This design comes from an exercise in tuning for small area, a short achievable clock period and few clock cycles on the open sky130 flow, not from production work. In this exercise RTL edits were held to simulation tests only and were not proved equivalent to the original. Power figures rest on the tool's default switching activity, not on a simulated workload.

--- design.v ---
`default_nettype none
package octree_pkg;
  typedef logic [16-1:0]   addr_t;
  typedef logic [64-1:0]   word_t;
  typedef logic [3-1:0]  level_t;
  typedef logic [12-1:0]    pos_t;
  typedef logic [12-1:0]   slot_t;
  typedef logic [4-1:0] lod_mask_t;
  typedef enum logic [1:0] {WALK_IDLE, WALK_POP, WALK_READ, WALK_SCAN} walk_state_e;
  typedef enum logic [1:0] {FETCH_IDLE, FETCH_READ, FETCH_WAIT, FETCH_HOLD} fetch_state_e;
endpackage
`default_nettype wire
`timescale 1ns/1ps
`default_nettype none
module sync_fifo #(
  parameter int WIDTH = 8,
  parameter int DEPTH = 16
) (
  input  logic                  clk,
  input  logic                  rst_n,
  input  logic                  push_i,
  input  logic      [WIDTH-1:0] data_i,
  input  logic                  pop_i,
  output logic      [WIDTH-1:0] data_o,
  output logic                  empty_o,
  output logic                  full_o
);
  localparam int PTR_W = (DEPTH > 1) ? $clog2(DEPTH) : 1;
  localparam int CNT_W = $clog2(DEPTH + 1);
  logic [WIDTH-1:0] mem [DEPTH];
  logic [PTR_W-1:0] wr_ptr;
  logic [PTR_W-1:0] rd_ptr;
  logic [CNT_W-1:0] count;
  logic             do_push;
  logic             do_pop;
  assign do_push = push_i && !full_o;
  assign do_pop  = pop_i && !empty_o;
  assign empty_o = (count == '0);
  assign full_o  = (count == CNT_W'(DEPTH));
  assign data_o  = mem[rd_ptr];
  always_ff @(posedge clk) begin
    if (do_push) begin
      mem[wr_ptr] <= data_i;
    end
  end
  always_ff @(posedge clk or negedge rst_n) begin
    if (!rst_n) begin
      wr_ptr <= '0;
      rd_ptr <= '0;
      count  <= '0;
    end else begin
      if (do_push) begin
        wr_ptr <= (wr_ptr == PTR_W'(DEPTH - 1)) ? '0 : wr_ptr + PTR_W'(1);
      end
      if (do_pop) begin
        rd_ptr <= (rd_ptr == PTR_W'(DEPTH - 1)) ? '0 : rd_ptr + PTR_W'(1);
      end
      if (do_push && !do_pop) begin
        count <= count + CNT_W'(1);
      end else if (do_pop && !do_push) begin
        count <= count - CNT_W'(1);
      end
    end
  end
endmodule
`default_nettype wire
`timescale 1ns/1ps
`default_nettype none
import octree_pkg::*;
module tree_walker
(
  input  logic           clk,
  input  logic           rst_n,
  input  logic           start_i,
  input  octree_pkg::lod_mask_t      lod_mask_i,
  output logic           req_o,
  output octree_pkg::addr_t          addr_o,
  input  logic           gnt_i,
  input  logic           rvalid_i,
  input  octree_pkg::word_t          rdata_i,
  output logic           anchor_push_o,
  output octree_pkg::level_t         anchor_level_o,
  output octree_pkg::pos_t           anchor_pos_o,
  input  logic           anchor_full_i,
  output logic           walk_done_o
);
  function automatic octree_pkg::slot_t level_base(input octree_pkg::level_t lvl);
    octree_pkg::slot_t base;
    base = '0;
    for (int k = 0; k < 4; k++) begin
      if (k < $unsigned(lvl)) begin
        base = base + (octree_pkg::slot_t'(1) << (3 * k));
      end
    end
    level_base = base;
  endfunction
  localparam int ENTRY_BITS = 3 + 12;
  octree_pkg::walk_state_e state;
  octree_pkg::level_t      cur_level;
  octree_pkg::pos_t        cur_pos;
  logic [7:0]  child_bits;
  logic [7:0]  self_bits;
  logic [2:0]  oct;
  logic        rd_pending;
  octree_pkg::slot_t       node_slot;
  octree_pkg::level_t      child_level;
  octree_pkg::pos_t        child_pos;
  logic [15:0] lane_bits;
  logic        stall;
  logic        root_push;
  logic        child_push;
  logic                  sq_push;
  logic [ENTRY_BITS-1:0] sq_din;
  logic                  sq_pop;
  logic [ENTRY_BITS-1:0] sq_dout;
  logic                  sq_empty;
  logic                  sq_full;
  assign node_slot   = level_base(cur_level) + octree_pkg::slot_t'(cur_pos);
  assign child_level = cur_level + octree_pkg::level_t'(1);
  assign child_pos   = {cur_pos[12-4:0], oct};
  assign lane_bits   = rdata_i[{node_slot[1:0], 4'b0000} +: 16];
  assign stall      = anchor_full_i || sq_full;
  assign root_push  = (state == WALK_IDLE) && start_i;
  assign child_push = (state == WALK_SCAN) && !stall && child_bits[oct] &&
                      (child_level < octree_pkg::level_t'(4));
  assign anchor_push_o  = (state == WALK_SCAN) && !stall && self_bits[oct] &&
                          lod_mask_i[cur_level[1:0]];
  assign anchor_level_o = child_level;
  assign anchor_pos_o   = child_pos;
  assign sq_push = root_push || child_push;
  assign sq_din  = root_push ? '0 : {child_level, child_pos};
  assign sq_pop  = (state == WALK_POP) && !sq_empty;
  assign req_o       = (state == WALK_READ) && !rd_pending;
  assign addr_o      = octree_pkg::addr_t'(0) + octree_pkg::addr_t'(node_slot[12-1:2]);
  assign walk_done_o = (state == WALK_POP) && sq_empty;
  always_ff @(posedge clk or negedge rst_n) begin
    if (!rst_n) begin
      state      <= WALK_IDLE;
      oct        <= '0;
      rd_pending <= 1'b0;
    end else begin
      case (state)
        WALK_IDLE: begin
          if (start_i) begin
            state <= WALK_POP;
          end
        end
        WALK_POP: begin
          state <= sq_empty ? WALK_IDLE : WALK_READ;
        end
        WALK_READ: begin
          if (gnt_i) begin
            rd_pending <= 1'b1;
          end
          if (rvalid_i) begin
            rd_pending <= 1'b0;
            oct        <= '0;
            state      <= WALK_SCAN;
          end
        end
        WALK_SCAN: begin
          if (!stall) begin
            oct <= oct + 3'd1;
            if (oct == 3'd7) begin
              state <= WALK_POP;
            end
          end
        end
        default: state <= WALK_IDLE;
      endcase
    end
  end
  always_ff @(posedge clk) begin
    if (sq_pop) begin
      {cur_level, cur_pos} <= sq_dout;
    end
    if ((state == WALK_READ) && rvalid_i) begin
      for (int i = 0; i < 8; i++) begin
        child_bits[i] <= lane_bits[2*i];
        self_bits[i]  <= lane_bits[2*i+1];
      end
    end
  end
  sync_fifo #(
    .WIDTH (ENTRY_BITS),
    .DEPTH (64)
  ) u_search_q (
    .clk     (clk),
    .rst_n   (rst_n),
    .push_i  (sq_push),
    .data_i  (sq_din),
    .pop_i   (sq_pop),
    .data_o  (sq_dout),
    .empty_o (sq_empty),
    .full_o  (sq_full)
  );
endmodule
`default_nettype wire
`timescale 1ns/1ps
`default_nettype none
import octree_pkg::*;
module feature_fetcher
(
  input  logic        clk,
  input  logic        rst_n,
  input  logic        start_i,
  input  logic        anchor_push_i,
  input  octree_pkg::level_t      anchor_level_i,
  input  octree_pkg::pos_t        anchor_pos_i,
  output logic        anchor_full_o,
  input  logic        walk_done_i,
  output logic        req_o,
  output octree_pkg::addr_t       addr_o,
  input  logic        gnt_i,
  input  logic        rvalid_i,
  input  octree_pkg::word_t       rdata_i,
  output octree_pkg::word_t       feature_o,
  output logic        feature_valid_o,
  input  logic        feature_ready_i,
  output logic        busy_o,
  output logic        done_o
);
  function automatic octree_pkg::slot_t level_base(input octree_pkg::level_t lvl);
    octree_pkg::slot_t base;
    base = '0;
    for (int k = 0; k < 4; k++) begin
      if (k < $unsigned(lvl)) begin
        base = base + (octree_pkg::slot_t'(1) << (3 * k));
      end
    end
    level_base = base;
  endfunction
  localparam int ENTRY_BITS = 3 + 12;
  localparam int WCNT_BITS  = (4 > 1) ? $clog2(4) : 1;
  octree_pkg::fetch_state_e                  state;
  logic [8-1:0] fslot;
  logic [WCNT_BITS-1:0]          word_cnt;
  octree_pkg::word_t                         feature_q;
  logic                          busy_q;
  logic                          walk_seen;
  logic [ENTRY_BITS-1:0] aq_din;
  logic [ENTRY_BITS-1:0] aq_dout;
  logic                  aq_pop;
  logic                  aq_empty;
  octree_pkg::level_t                head_level;
  octree_pkg::pos_t                  head_pos;
  octree_pkg::slot_t                 head_slot;
  logic                  last_word;
  assign aq_din                 = {anchor_level_i, anchor_pos_i};
  assign {head_level, head_pos} = aq_dout;
  assign head_slot              = level_base(head_level) + octree_pkg::slot_t'(head_pos);
  assign aq_pop                 = (state == FETCH_IDLE) && !aq_empty;
  assign last_word              = (word_cnt == WCNT_BITS'(4 - 1));
  assign req_o  = (state == FETCH_READ);
  assign addr_o = octree_pkg::addr_t'(1024) + octree_pkg::addr_t'(fslot) * octree_pkg::addr_t'(4) +
                  octree_pkg::addr_t'(word_cnt);
  assign feature_valid_o = (state == FETCH_HOLD);
  assign feature_o       = feature_q;
  assign done_o = busy_q && walk_seen && aq_empty && (state == FETCH_IDLE);
  assign busy_o = busy_q;
  always_ff @(posedge clk or negedge rst_n) begin
    if (!rst_n) begin
      state     <= FETCH_IDLE;
      word_cnt  <= '0;
      busy_q    <= 1'b0;
      walk_seen <= 1'b0;
    end else begin
      case (state)
        FETCH_IDLE: begin
          if (!aq_empty) begin
            word_cnt <= '0;
            state    <= FETCH_READ;
          end
        end
        FETCH_READ: begin
          if (gnt_i) begin
            state <= FETCH_WAIT;
          end
        end
        FETCH_WAIT: begin
          if (rvalid_i) begin
            state <= FETCH_HOLD;
          end
        end
        FETCH_HOLD: begin
          if (feature_ready_i) begin
            word_cnt <= word_cnt + WCNT_BITS'(1);
            state    <= last_word ? FETCH_IDLE : FETCH_READ;
          end
        end
        default: state <= FETCH_IDLE;
      endcase
      if (start_i && !busy_q) begin
        busy_q    <= 1'b1;
        walk_seen <= 1'b0;
      end else if (done_o) begin
        busy_q <= 1'b0;
      end
      if (walk_done_i) begin
        walk_seen <= 1'b1;
      end
    end
  end
  always_ff @(posedge clk) begin
    if (aq_pop) begin
      fslot <= head_slot[8-1:0];
    end
    if ((state == FETCH_WAIT) && rvalid_i) begin
      feature_q <= rdata_i;
    end
  end
  sync_fifo #(
    .WIDTH (ENTRY_BITS),
    .DEPTH (16)
  ) u_anchor_q (
    .clk     (clk),
    .rst_n   (rst_n),
    .push_i  (anchor_push_i),
    .data_i  (aq_din),
    .pop_i   (aq_pop),
    .data_o  (aq_dout),
    .empty_o (aq_empty),
    .full_o  (anchor_full_o)
  );
endmodule
`default_nettype wire
`timescale 1ns/1ps
`default_nettype none
import octree_pkg::*;
module sram_arbiter
(
  input  logic       clk,
  input  logic       rst_n,
  input  logic       walk_req_i,
  input  octree_pkg::addr_t      walk_addr_i,
  output logic       walk_gnt_o,
  output logic       walk_rvalid_o,
  output octree_pkg::word_t      walk_rdata_o,
  input  logic       fetch_req_i,
  input  octree_pkg::addr_t      fetch_addr_i,
  output logic       fetch_gnt_o,
  output logic       fetch_rvalid_o,
  output octree_pkg::word_t      fetch_rdata_o,
  output logic       sram_cen_o,
  output octree_pkg::addr_t      sram_addr_o,
  input  octree_pkg::word_t      sram_q_i
);
  logic walk_pend;
  logic fetch_pend;
  assign walk_gnt_o  = walk_req_i;
  assign fetch_gnt_o = fetch_req_i && !walk_req_i;
  assign sram_cen_o  = !(walk_req_i || fetch_req_i);
  assign sram_addr_o = walk_req_i ? walk_addr_i : fetch_addr_i;
  always_ff @(posedge clk or negedge rst_n) begin
    if (!rst_n) begin
      walk_pend  <= 1'b0;
      fetch_pend <= 1'b0;
    end else begin
      walk_pend  <= walk_gnt_o;
      fetch_pend <= fetch_gnt_o;
    end
  end
  assign walk_rvalid_o  = walk_pend;
  assign fetch_rvalid_o = fetch_pend;
  assign walk_rdata_o   = sram_q_i;
  assign fetch_rdata_o  = sram_q_i;
endmodule
`default_nettype wire
`timescale 1ns/1ps
`default_nettype none
import octree_pkg::*;
module octree_searcher
(
  input  logic           clk,
  input  logic           rst_n,
  input  logic           start_i,
  input  octree_pkg::lod_mask_t      lod_mask_i,
  output logic           busy_o,
  output logic           done_o,
  output logic           sram_cen_o,
  output octree_pkg::addr_t          sram_addr_o,
  input  octree_pkg::word_t          sram_q_i,
  output octree_pkg::word_t          feature_o,
  output logic           feature_valid_o,
  input  logic           feature_ready_i
);
  logic   start_go;
  logic   walk_req;
  octree_pkg::addr_t  walk_addr;
  logic   walk_gnt;
  logic   walk_rvalid;
  octree_pkg::word_t  walk_rdata;
  logic   fetch_req;
  octree_pkg::addr_t  fetch_addr;
  logic   fetch_gnt;
  logic   fetch_rvalid;
  octree_pkg::word_t  fetch_rdata;
  logic   anchor_push;
  octree_pkg::level_t anchor_level;
  octree_pkg::pos_t   anchor_pos;
  logic   anchor_full;
  logic   walk_done;
  assign start_go = start_i && !busy_o;
  tree_walker u_walker (
    .clk            (clk),
    .rst_n          (rst_n),
    .start_i        (start_go),
    .lod_mask_i     (lod_mask_i),
    .req_o          (walk_req),
    .addr_o         (walk_addr),
    .gnt_i          (walk_gnt),
    .rvalid_i       (walk_rvalid),
    .rdata_i        (walk_rdata),
    .anchor_push_o  (anchor_push),
    .anchor_level_o (anchor_level),
    .anchor_pos_o   (anchor_pos),
    .anchor_full_i  (anchor_full),
    .walk_done_o    (walk_done)
  );
  feature_fetcher u_fetcher (
    .clk             (clk),
    .rst_n           (rst_n),
    .start_i         (start_go),
    .anchor_push_i   (anchor_push),
    .anchor_level_i  (anchor_level),
    .anchor_pos_i    (anchor_pos),
    .anchor_full_o   (anchor_full),
    .walk_done_i     (walk_done),
    .req_o           (fetch_req),
    .addr_o          (fetch_addr),
    .gnt_i           (fetch_gnt),
    .rvalid_i        (fetch_rvalid),
    .rdata_i         (fetch_rdata),
    .feature_o       (feature_o),
    .feature_valid_o (feature_valid_o),
    .feature_ready_i (feature_ready_i),
    .busy_o          (busy_o),
    .done_o          (done_o)
  );
  sram_arbiter u_arbiter (
    .clk            (clk),
    .rst_n          (rst_n),
    .walk_req_i     (walk_req),
    .walk_addr_i    (walk_addr),
    .walk_gnt_o     (walk_gnt),
    .walk_rvalid_o  (walk_rvalid),
    .walk_rdata_o   (walk_rdata),
    .fetch_req_i    (fetch_req),
    .fetch_addr_i   (fetch_addr),
    .fetch_gnt_o    (fetch_gnt),
    .fetch_rvalid_o (fetch_rvalid),
    .fetch_rdata_o  (fetch_rdata),
    .sram_cen_o     (sram_cen_o),
    .sram_addr_o    (sram_addr_o),
    .sram_q_i       (sram_q_i)
  );
endmodule
`default_nettype wire
--- run.sh ---
#!/bin/bash
# synth_recipe.tcl (not shown) runs the flow's synth.tcl, then flattens the netlist and writes it again
# the make line also repeats each setting of config.mk as NAME=value (left out here)
make -C /OpenROAD-flow-scripts/flow DESIGN_CONFIG=/design/flow/config.mk WORK_HOME=/design/flow/orfs CLKGATE_MAP_FILE= SYNTH_SCRIPT=/design/flow/synth_recipe.tcl finish
--- config.mk ---
export PLATFORM = sky130hd
export DESIGN_NAME = octree_searcher
export DESIGN_NICKNAME = octree_searcher
export VERILOG_FILES = /design/flow/design.v
export SDC_FILE = /design/flow/constraint.sdc
export NUM_CORES = 4
export LEC_CHECK = 0
export CAP_MARGIN = 20
export CORE_MARGIN = 2
export CORE_UTILIZATION = 40
export SLEW_MARGIN = 20
--- constraint.sdc ---
create_clock -name core_clock -period 6.0 [get_ports {clk}]
set_input_delay 1.2000 -clock core_clock [delete_from_list [all_inputs] [get_ports {clk}]]
set_output_delay 1.2000 -clock core_clock [all_outputs]
set_load 0.01 [all_outputs]
==> flow_summary_export.csv <==
group,metric,value,unit
finish,finalNonFillerCells,4304,
clock_tree,cts_tree,"built",
global_route,antenna_found_initial,5,
floorplan,die_h,359,um
setup_path,slowest_stage,"edfxtp_1",
setup_path,required,4.80,ns
drt,vias,23747,
sta,tightestPinTransition,1.12,ns
global_route,grt-busiest-layer,"met2",
floorplan,start_util,40.3,%
finish,antenna_cells,0,
finish,drive_gt1_share,28.0,%
drt,routed_wl,117,mm
setup_path,reg2reg_to,"u_walker.u_search_q.count[6]",
power_and_ir_drop,power.total,29.3,mW
clock_tree,clk_pin_slew,0.06,ns
finish,fill_cells,10197,
global_route,grt_pass1_vias,24346,
sta,rsz0062_at_grt,"no",
sta,fin_crit,4.83,ns
yosys,synth-simple-area-share,2.24,%
setup_path,cp_cell_sequence,"ha_1, a41o_1, a41oi_1, nor2_1, o21ai_0, xor2_1, o21ai_0, clkdlybuf4s50_1",
drt,first_pass_iters,7,
drt,wl_per_cell,27.1,um
drt,drtIter0Drc,2678,
yosys,syn_avg_cell_area,22.3,um^2
yosys,synth_compound_area_share,1.25,%
yosys,muxShareOfSynthArea,17.6,%
floorplan,num_io_pins,156,
placed_design,io_buffers,150,
yosys,synth.yosys.seq_area_share,76.0,%
yosys,synth-xor-area-share,0.572,%
setup_path,arrival,3.63,ns
placed_design,dpl_cell_area,0.0546,mm^2
sta,finalHoldViolCount,0,
yosys,yosys_most_used_dff,"edfxtp_1",
sta,fin_ws,1.17,ns
sta,setup_violations,0,
yosys,synth_warnings,5,
clock_tree,ctsHoldBuffers,0,
clock_tree,cts_root_buffer,"clkbuf_16",
finish,ff_latch_area,0.0384,mm^2
yosys,syn_area,0.0505,mm^2
clock_tree,clock_path_buffers,3,
clock_tree,cts_buffers,134,
yosys,yosysUniqueCellTypes,55,
global_route,overflow,0,
placed_design,dp_cells,4058,
job,drv_cap,0,
setup_path,r2r-start,"u_walker.u_search_q.count[0]",
finish,multi_input_area,0.0116,mm^2
clock_tree,htreeDepth,4,
setup_path,startpoint_type,"flop",
floorplan,coreArea,0.125,mm^2
placed_design,dp_slack,1.15,ns
floorplan,fp.dieW,359,um
yosys,ys_ff_latch,1285,
placed_design,gp_congestion,0.831,
worst_hold_path,min-delay-start,"u_fetcher.walk_seen",
global_route,grt.met1_usage,24.8,%
power_and_ir_drop,p_leak,18.7,nW
clock_tree,clkLatencyLatePin,0.74,ns
floorplan,rows,130,
yosys,yosys.area_share.adder,1.07,%
setup_path,reg2regPathDepth,14,
global_route,grtUsageMet2,29.4,%
drt,drc,0,
status,status,"timing/DRC/antenna clean",
finish,final_nets,2658,
worst_hold_path,hold_end,"u_fetcher.walk_seen",
drt,drt.antenna.violating_nets,0,
worst_hold_path,hp-class,"reg -> reg",
sta,tns,0,ns
clock_tree,clock-sinks,1285,
setup_path,endpoint_kind,"output port",
drt,via_per_inst,5.52,
yosys,synth_top_family_by_area,"multiplexers",
sta,skew,0.0275,ns
yosys,synth_edf_count,1239,
placed_design,hpwl,72.8,mm
floorplan,die-area,0.129,mm^2
yosys,synthCells,2260,
yosys,async_reset_ff_share,3.58,%
setup_path,crit_type,"reg -> out",
setup_path,ff2ff_setup_slack,1.94,ns
global_route,track_usage,18.1,%
global_route,use_met3,3.55,%
setup_path,crit_fanout,18,
global_route,grt_pass1_wl,170,mm
power_and_ir_drop,ir_drop,0.445,mV
finish,area_growth,16.4,%
worst_hold_path,holdPathStages,1,
sta,slew_headroom,25.5,%
setup_path,cp_common_cell,"o21ai_0",
finish,design_area,0.0588,mm^2
global_route,grt_max_degree,65,
sta,post-route-period-util,80.5,%
clock_tree,cts_setup_buffers,0,
sta,max_freq,207,MHz
sta,slew_viol_final,0,
power_and_ir_drop,power_density,499,mW/mm^2
setup_path,max_stage_delay,0.80,ns
clock_tree,post_cts_resized,0,
-- cell families (layout without fill, tap and decap cells) --
| logic type | count (synthesis) | after routing |
|---|---|---|
| flip-flops | 1285 | 1285 |
| other | 1 | 5 |
| AND/OR/NAND/NOR | 241 | 241 |
| buffers and inverters | 147 | 537 |
| multiplexers | 413 | 413 |
| XOR/XNOR | 33 | 33 |
| AO/OA/AOI/OAI | 98 | 98 |
| adder cells (fa/ha/maj) | 42 | 42 |
-- stage by stage --
step                utilization, %  hold slack (ns)
floorplan                        -            0.452
global placement              43.5            0.473
detailed placement            43.5            0.489
CTS                           46.9            0.502
global route                  46.9            0.519
finish                        46.9            0.498
-- synth_stat cells (4+ instances only) --
cell      count  area, um^2
a22o_1        6        52.6
or2_2         4        25.0
edfxtp_1   1239       37200
nand3b_1      5        37.5
or3_1         5        31.3
a21o_1        9        67.6
nand2b_1      8        50.1
buf_4         7        52.6
and3_1        5        31.3
mux4_2      379        8540
xnor2_1      22         193
buf_2        39         195
clkbuf_1     53         199
o21ai_0      33         165
mux2i_1      20         200
ha_1         40         500
dfrtp_1      46        1150
or3b_2        4        35.0
nand3_1      15        75.1
o31ai_1       5        37.5
a21oi_1      17        85.1
xor2_1       11        96.3
and2_1       19         119
inv_1        21        78.8
nor4_1        4        25.0
nor2_1      102         383
buf_1        23        86.3
nor2b_1       5        31.3
nor3_1        5        25.0
mux2_2       14         158
nand2_1      51         191
a31oi_1       4        25.0
-- per-layer routing --
metal	part of all wire [%]	vias up
li1	-	10034
met4	2.3	0
met1	42	12757
met5	0	-
met2	49	801
met3	6.8	155
-- worst max-delay path, delay by kind of cell, from the launching register on --
family / cells / cell delay, ns
AOI/OAI and AO/OA: 4 / 0.95
xor gates and xnor gates: 1 / 0.10
adders and majority gates: 1 / 0.39
buffers and inverters: 1 / 0.57
DFF: 1 / 0.80
and+or+nand+nor: 1 / 0.08
-- cell type report --
class,instances,area share (%)
Clock inverter,84,1.22
Clock buffer,162,5.95
Timing Repair Buffer,269,4.21
Inverter,22,0.140
Multi-Input combinational cell,832,19.7
Sequential cell,1285,65.3
Tap cell,1650,3.51
-- flip-flops by register name, indices dropped and copies added, names as in the netlist --
| name | cells |
|---|---|
| u_fetcher.busy_q | 1 |
| u_walker.state | 2 |
| u_fetcher.u_anchor_q.rd_ptr | 4 |
| u_walker.oct | 3 |
| u_walker.u_search_q.rd_ptr | 6 |
| u_fetcher.fslot | 8 |
| u_arbiter.walk_pend | 1 |
| u_walker.rd_pending | 1 |
| u_fetcher.state | 2 |
| u_walker.u_search_q.wr_ptr | 6 |
| u_walker.cur_pos | 12 |
| u_fetcher.u_anchor_q.count | 5 |
| u_arbiter.fetch_pend | 1 |
| u_walker.self_bits | 8 |
| u_walker.cur_level | 3 |
| u_walker.u_search_q.count | 7 |
| u_walker.u_search_q.mem | 960 |
| u_fetcher.word_cnt | 2 |
| u_fetcher.walk_seen | 1 |
| u_fetcher.u_anchor_q.mem | 176 |
| u_fetcher.u_anchor_q.wr_ptr | 4 |
| u_walker.child_bits | 8 |
| u_fetcher.feature_q | 64 |
-- placed cells by master (no fill, tap or decap), drive strengths merged, types with 28 or more instances in the layout --
cell type / instances
nand2: 51
buf: 120
dfrtp: 46
inv: 28
clkinv: 67
clkdlybuf4s50: 149
o21ai: 34
edfxtp: 1239
ha: 40
clkbuf: 162
mux4: 379
nor2: 102
-- how the worst max path moves through the flow --
stage                         from                      endpoint
2_1_floorplan              start_i  u_walker.u_search_q.count[6]
3_3_place_gp               start_i  u_walker.u_search_q.count[6]
3_5_place_dp               start_i  u_walker.u_search_q.count[6]
4_1_cts        u_walker.cur_pos[3]                sram_addr_o[9]
5_1_grt        u_walker.cur_pos[3]                sram_addr_o[9]
6_report       u_walker.cur_pos[3]                sram_addr_o[9]
-- report_power, final --
group	switching [mW]	internal [mW]
Combinational	5.15	3.87
Sequential	0.794	11.6
Clock	3.44	4.47
Total	9.38	20.0
Testbench counts, summed over its fixed seeds: cycles 163,936.

## what the ideal ports hide
The results above use ideal ports. As a check the final layout listed here was re-extracted and re-timed, cells and wires unchanged. Step 1 assumes that a clkbuf_16 drives the clock port and a buf_2 every other input. Step 2 adds t to the input delays and takes it off the output delays; t is the mean of the earliest and latest rising clock arrival at the registers after step 1. Input paths then give back, and output paths get back, about the clock's delay inside the block. Three values: no drivers, after step 1, after step 2; two values: the first two.
t (ns): 0.796
setup WS [ns]: 1.170 / 1.103 / 1.080
slew at the worst register clock pin (ns): 0.06 / 0.06
After both steps this run still meets setup and hold. For this run, drivers alone change the setup slack by -0.067 ns; drivers and shift together by -0.090 ns.
